Context: an optimization exercise on an open-source flow, tuned for small area, a short achievable clock period and few clock cycles per item. The choices shown serve that exercise and are no tape-out recipe. At most, simulation tests tie the RTL to the original design; equivalence was not proved. Power is estimated from default activity; no workload was simulated.

==> v27 <==
Design c_like_lexical_tokenizer, start of the top module:
module c_like_lexical_tokenizer (
    input  wire logic               clk,
    input  wire logic               rst_n,
    input  wire logic               src_valid,
    output logic                    src_ready,
    input  wire ctok_pkg::ctok_in_t src_item,
    output logic                    tok_valid,
    input  wire logic               tok_ready,
    output ctok_pkg::ctok_out_t     tok_item
);
export LEC_CHECK = 0
export CAP_MARGIN = 20
export CORE_MARGIN = 2
export CORE_UTILIZATION = 40
export SLEW_MARGIN = 20
create_clock -name core_clock -period 11.0 [get_ports {clk}]
standard.sh (not shown) runs the stock make flow with config.mk's settings and CLKGATE_MAP_FILE= SYNTH_SCRIPT=/design/flow/synth_recipe.tcl, a recipe that flattens the netlist after the stock synthesis.
==> flow/flow/run.sh <==
#!/bin/bash
# Standard layout (standard synthesis, floorplan, placement, CTS, routing),
# with changes to how it is made: timing repair aims at 7.8 ns of setup
# slack on all endpoints, the port buffers are buf_2 cells, and the
# clock tree uses these settings: CTS_BUF_LIST=sky130_fd_sc_hd__clkbuf_8 CTS_CLUSTER_SIZE=30 CTS_CLUSTER_DIAMETER=60
# Core utilisation 55%. The clock period and constraints are unchanged. Each tool's output is
# in standard.log and in the ORFS logs under orfs/logs.
set -euo pipefail
bash standard.sh SETUP_SLACK_MARGIN=7.8 TNS_END_PERCENT=100 "BUFFER_PORTS_ARGS=-buffer_cell sky130_fd_sc_hd__buf_2" CTS_BUF_LIST=sky130_fd_sc_hd__clkbuf_8 CTS_CLUSTER_SIZE=30 CTS_CLUSTER_DIAMETER=60 CORE_UTILIZATION=55 finish > standard.log 2>&1
==> inputs of v7, as changes to v27 <==
--- a/flow/design.v
+++ b/flow/design.v
@@ -479,60 +479,74 @@
             pos_next      = pos1;
             start_next    = start1;
             cnt_next      = cnt1;
             kw_next       = kw1;
             eoi_owed_next = item.end_of_input;
         end
         if (o_free)
         begin
-            o_valid_next = b_owed || eoi_owed || (v0 && (a_v || b_v));
-            b_kind_next  = b_kind;
-            b_owed_next  = commit && b_v && (b_owed || a_v);
+            o_valid_next = 1'b0;
+            o_next.unclosed_comment = 1'b0;
+            o_next.last_of_run      = 1'b0;
             if (b_owed)
             begin
-                o_next.token_kind       = b_kind_reg;
-                o_next.token_length     = LB'(1);
-                o_next.unclosed_comment = 1'b0;
-                o_next.last_of_run      = !eoi_owed;
+                o_valid_next        = 1'b1;
+                o_next.token_kind   = b_kind_reg;
+                o_next.token_start  = start_reg;
+                o_next.token_length = LB'(1);
+                o_next.last_of_run  = !eoi_owed;
+                b_owed_next         = commit && b_v;
+                b_kind_next         = b_kind;
             end
             else if (eoi_owed)
             begin
-                o_next.token_kind       = pend_cur[KB] ? pend_cur[KB-1:0] : ctok_pkg::K_END;
-                o_next.token_length     = !pend_cur[KB] ? LB'(0) :
-                                          ((mode_reg == M_NUM) || (mode_reg == M_IDENT) ||
+                o_valid_next = 1'b1;
+                if (pend_cur[KB])
+                begin
+                    o_next.token_kind   = pend_cur[KB-1:0];
+                    o_next.token_start  = start_reg;
+                    o_next.token_length = ((mode_reg == M_NUM) || (mode_reg == M_IDENT) ||
                                            (mode_reg == M_STR) || (mode_reg == M_STR_ESC)) ?
                                           cnt_reg : LB'(1);
-                o_next.unclosed_comment = (mode_reg == M_BLOCK) || (mode_reg == M_BLOCK_STAR);
-                o_next.last_of_run      = !pend_cur[KB];
-                mode_next               = M_IDLE;
-                if (!pend_cur[KB])
+                    mode_next           = M_IDLE;
+                end
+                else
                 begin
-                    pos_next      = '0;
-                    eoi_owed_next = 1'b0;
+                    o_next.token_kind       = ctok_pkg::K_END;
+                    o_next.token_start      = pos_reg;
+                    o_next.token_length     = '0;
+                    o_next.unclosed_comment = (mode_reg == M_BLOCK) || (mode_reg == M_BLOCK_STAR);
+                    o_next.last_of_run      = 1'b1;
+                    mode_next               = M_IDLE;
+                    pos_next                = '0;
+                    eoi_owed_next           = 1'b0;
                 end
             end
-            else
+            else if (commit)
             begin
-                o_next.token_kind       = a_v ? a_kind : b_kind;
-                case (mode_reg)
-                    M_NUM, M_IDENT: o_next.token_length = cnt_reg;
-                    M_STR:          o_next.token_length = cnt_inc;
-                    M_IDLE:         o_next.token_length = LB'(1);
-                    default:        o_next.token_length = {{(LB-2){1'b0}}, !do_flush, do_flush};
-                endcase
-                o_next.unclosed_comment = 1'b0;
-                o_next.last_of_run      = !item.end_of_input && !(a_v && b_v);
+                if (a_v)
+                begin
+                    o_valid_next        = 1'b1;
+                    o_next.token_kind   = a_kind;
+                    o_next.token_start  = start_reg;
+                    o_next.token_length = a_len;
+                    o_next.last_of_run  = !b_v && !item.end_of_input;
+                    b_owed_next         = b_v;
+                    b_kind_next         = b_kind;
+                end
+                else if (b_v)
+                begin
+                    o_valid_next        = 1'b1;
+                    o_next.token_kind   = b_kind;
+                    o_next.token_start  = pos_reg;
+                    o_next.token_length = LB'(1);
+                    o_next.last_of_run  = !item.end_of_input;
+                end
             end
-            if (b_owed)
-                o_next.token_start = start_reg;
-            else if (eoi_owed)
-                o_next.token_start = pend_cur[KB] ? start_reg : pos_reg;
-            else
-                o_next.token_start = (mode_reg == M_IDLE) ? pos_reg : start_reg;
         end
         if (fresh)
         begin
             mode_next = M_IDLE;
             pos_next  = '0;
         end
     end
     always_ff @(posedge clk or negedge rst_n)
==> flow/flow/run.sh (replaced) <==
#!/bin/bash
# Standard layout, with timing repair aiming at 7.5 ns of setup slack
# (the clock period and constraints are unchanged). Each tool's output is
# in standard.log and in the ORFS logs under orfs/logs.
set -euo pipefail
bash standard.sh SETUP_SLACK_MARGIN=7.5 TNS_END_PERCENT=0 finish > standard.log 2>&1
==> comparison table <==
item	v27	v7
Result of the run	no timing/DRC/antenna violations	no timing/DRC/antenna violations
Total power density per cell area	222 nW/um^2	251 nW/um^2
Fraction of the yosys area taken by sequential cells	48.0%	47.3%
Clock latency of the later-clocked register in the worst-skew pair	0.48 ns	0.44 ns
Routed length on met3	2.21 mm	2.00 mm
Final worst-path cycle share	31.0%	32.4%
Die area	18600 sq um	25800 sq um
Initial core utilization	56.0%	40.5%
Number of non-filler instances in the completed layout	1345	1417
Sequential cell area	4640 sq um	4640 sq um
Post-cts repair resize count	15	28
Power dissipated by switching net loads	1.02 mW	1.18 mW
Critical path endpoint	u_scan.pos_reg[11]$_SDFF_PP0_	tok_item[41]
Master cell of the clock root buffer	clkbuf_8	clkbuf_16
Testbench counts of v27, summed over its fixed seeds: cycles 34,932, items 34,820.
Testbench counts of v7, summed over its fixed seeds: cycles 34,932, items 34,820.

==> inputs of job 9443 <==
c_like_lexical_tokenizer again, from the RTL that the note above started with.
==> flow/config.mk <==
export PLATFORM = sky130hd
export DESIGN_NAME = c_like_lexical_tokenizer
export DESIGN_NICKNAME = c_like_lexical_tokenizer
export VERILOG_FILES = /design/flow/design.v
export SDC_FILE = /design/flow/constraint.sdc
export NUM_CORES = 4
export LEC_CHECK = 0
export CAP_MARGIN = 20
export CORE_MARGIN = 2
export CORE_UTILIZATION = 40
export SLEW_MARGIN = 20
==> flow/constraint.sdc <==
create_clock -name core_clock -period 11.0 [get_ports {clk}]
set_input_delay 2.2000 -clock core_clock [delete_from_list [all_inputs] [get_ports {clk}]]
set_output_delay 2.2000 -clock core_clock [all_outputs]
set_load 0.01 [all_outputs]
==> flow/flow/run.sh <==
#!/bin/bash
# Standard layout (standard synthesis, floorplan, placement, CTS, routing),
# with two changes to how it is made: timing repair aims at 7.8 ns of setup
# slack on the worst endpoints, and the port buffers are buf_4 cells. The
# clock period and constraints are unchanged. Each tool's output is in
# standard.log and in the ORFS logs under orfs/logs.
set -euo pipefail
bash standard.sh SETUP_SLACK_MARGIN=7.8 TNS_END_PERCENT=0 "BUFFER_PORTS_ARGS=-buffer_cell sky130_fd_sc_hd__buf_4" finish > standard.log 2>&1
==> job 7194: changes against job 9443 <==
--- a/flow/design.v
+++ b/flow/design.v
@@ -216,12 +216,13 @@
                 default: k = ctok_pkg::K_ERR;
             endcase
         end
         one_kind = k;
     endfunction
-    logic [4:0]    mode_reg, mode_next;
-    logic [PB-1:0] pos_reg, pos_next;
+    logic [4:0]    mode_reg, mode_next, mode_d;
+    logic          mode_clr, mode_en, pos_clr, pos_en;
+    logic [PB-1:0] pos_reg, pos_next, pos_d;
     logic [PB-1:0] start_reg, start_next;
     logic [LB-1:0] cnt_reg, cnt_next;
     logic [ctok_pkg::KW_COUNT-1:0] kw_reg, kw_next;
     logic          fresh;
     logic          b_owed, b_owed_next;
@@ -533,10 +534,16 @@
         begin
             mode_next = M_IDLE;
             pos_next  = '0;
         end
     end
+    assign mode_clr = fresh || (o_free && !b_owed && eoi_owed);
+    assign mode_en  = mode_clr || commit;
+    assign mode_d   = mode_clr ? M_IDLE : mode1;
+    assign pos_clr  = fresh || (o_free && !b_owed && eoi_owed && !pend_cur[KB]);
+    assign pos_en   = pos_clr || commit;
+    assign pos_d    = pos_clr ? '0 : pos1;
     always_ff @(posedge clk or negedge rst_n)
     begin
         if (!rst_n)
         begin
             fresh    <= 1'b1;
@@ -552,12 +559,14 @@
             o_valid  <= o_valid_next;
         end
     end
     always_ff @(posedge clk)
     begin
-        mode_reg   <= mode_next;
-        pos_reg    <= pos_next;
+        if (mode_en)
+            mode_reg <= mode_d;
+        if (pos_en)
+            pos_reg  <= pos_d;
         start_reg  <= start_next;
         cnt_reg    <= cnt_next;
         kw_reg     <= kw_next;
         b_kind_reg <= b_kind_next;
         o_reg      <= o_next;
==> flow/flow/run.sh (replaced) <==
#!/bin/bash
# Standard layout (standard synthesis, floorplan, placement, CTS, routing),
# with changes to how it is made: timing repair aims at 7.8 ns of setup
# slack on the worst endpoints, the port buffers are buf_2 cells, and the
# clock tree uses these settings: CTS_BUF_LIST=sky130_fd_sc_hd__clkbuf_8 CTS_CLUSTER_SIZE=30 CTS_CLUSTER_DIAMETER=60
# The clock period and constraints are unchanged. Each tool's output is
# in standard.log and in the ORFS logs under orfs/logs.
set -euo pipefail
bash standard.sh SETUP_SLACK_MARGIN=7.8 TNS_END_PERCENT=0 "BUFFER_PORTS_ARGS=-buffer_cell sky130_fd_sc_hd__buf_2" CTS_BUF_LIST=sky130_fd_sc_hd__clkbuf_8 CTS_CLUSTER_SIZE=30 CTS_CLUSTER_DIAMETER=60 finish > standard.log 2>&1
==> job 2164: changes against job 9443 <==
==> flow/flow/run.sh (replaced) <==
#!/bin/bash
# Standard layout (standard synthesis, floorplan, placement, CTS, routing),
# with changes to how it is made: timing repair aims at 7.8 ns of setup
# slack on the worst endpoints, the port buffers are buf_2 cells, and the
# clock tree uses these settings: CTS_BUF_LIST=sky130_fd_sc_hd__clkbuf_8 CTS_CLUSTER_SIZE=30 CTS_CLUSTER_DIAMETER=60
# Core utilisation 70%. The clock period and constraints are unchanged. Each tool's output is
# in standard.log and in the ORFS logs under orfs/logs.
set -euo pipefail
bash standard.sh SETUP_SLACK_MARGIN=7.8 TNS_END_PERCENT=0 "BUFFER_PORTS_ARGS=-buffer_cell sky130_fd_sc_hd__buf_2" CTS_BUF_LIST=sky130_fd_sc_hd__clkbuf_8 CTS_CLUSTER_SIZE=30 CTS_CLUSTER_DIAMETER=60 CORE_UTILIZATION=70 finish > standard.log 2>&1
==> run_results.csv <==
group,metric,value,unit
placed_design,dp.final_hpwl,19000,µm
logic_synthesis,compound_gate_fraction_of_synth_area,17.3,%
logic_synthesis,synth.top_cell.area_share,40.4,%
run_status,run_status,"no timing/DRC/antenna violations",
cts,post_cts.resized_instances,13,
cells_and_area,layout.buffer.nonclock.area_share,6.28,%
power,p_int,1.53,mW
critical_path,worst_setup_path_start_kind,"primary input",
the above is filed under job 9443

==> run_results.csv <==
group,metric,value,unit
run_status,run_status,"no timing/DRC/antenna violations",
logic_synthesis,compound_gate_fraction_of_synth_area,17.3,%
grt,grt_busiest_layer,"met2",
cells_and_area,layout.buffer.nonclock.area_share,5.33,%
cts,post_cts.resized_instances,16,
placed_design,dp.final_hpwl,18500,µm
logic_synthesis,synth.top_cell.area_share,40.4,%
cts,tritoncts.num_buffers,17,
the above is filed under job 2164

==> run_results.csv <==
group,metric,value,unit
logic_synthesis,compound_gate_fraction_of_synth_area,17.4,%
power,p_int,1.75,mW
critical_path,worst_setup_path_start_kind,"primary input",
logic_synthesis,main_combinational_cell_family_by_area_after_synthesis,"simple AND/OR/NAND/NOR gates",
cts,post_cts.resized_instances,12,
run_status,run_status,"no timing/DRC/antenna violations",
logic_synthesis,synth.top_cell.area_share,48.3,%
cells_and_area,layout.buffer.nonclock.area_share,5.44,%
run,timing.max_cap.violations,0,
the above is filed under job 7194

Testbench counts of job 9443, summed over its fixed seeds: cycles 34,932, items 34,820.
Testbench counts of job 2164, summed over its fixed seeds: cycles 34,932, items 34,820.
The RTL of job 7194 was laid out without a check of its function.

-- port drivers added, routing unchanged --
How much do the figures lean on ideal ports? The routed layouts below were timed once more, with nothing changed but the port constraints.
Step 1 assumes that a clkbuf_16 drives the clock port and a buf_2 every other input.
Step 2 moves the port delays by t, midway between the first and last clock arrival at a register: inputs arrive t later, outputs are due t later. That takes back most of the time a late clock gives input paths.
Three values: no drivers, after step 1, after step 2; two values: the first two.
| run | t, ns | slack for setup (ns) | hold WS [ns] | worst data-port slew with drivers (ns) | pins driven straight from the clock port |
|---|---|---|---|---|---|
| v27 | 0.507 | 7.589 / 7.594 / 7.087 | 0.512 / 0.512 / 0.512 | 0.04 | 1 |
| v7 | 0.476 | 7.434 / 7.388 / 7.111 | 0.516 / 0.516 / 0.516 | 0.03 | 1 |
| job 9443 | 0.475 | 7.472 / 7.481 / 7.016 | 0.513 / 0.513 / 0.513 | 0.03 | 1 |
| job 7194 | 0.516 | 7.643 / 7.611 / 7.149 | 0.519 / 0.519 / 0.519 | 0.03 | 1 |
| job 2164 | 0.508 | 7.523 / 7.523 / 7.034 | 0.532 / 0.532 / 0.532 | 0.04 | 1 |
After both steps setup and hold are still met in every run listed. For v27, which loses most, drivers alone change the setup slack by +0.005 ns; drivers and shift together by -0.502 ns.
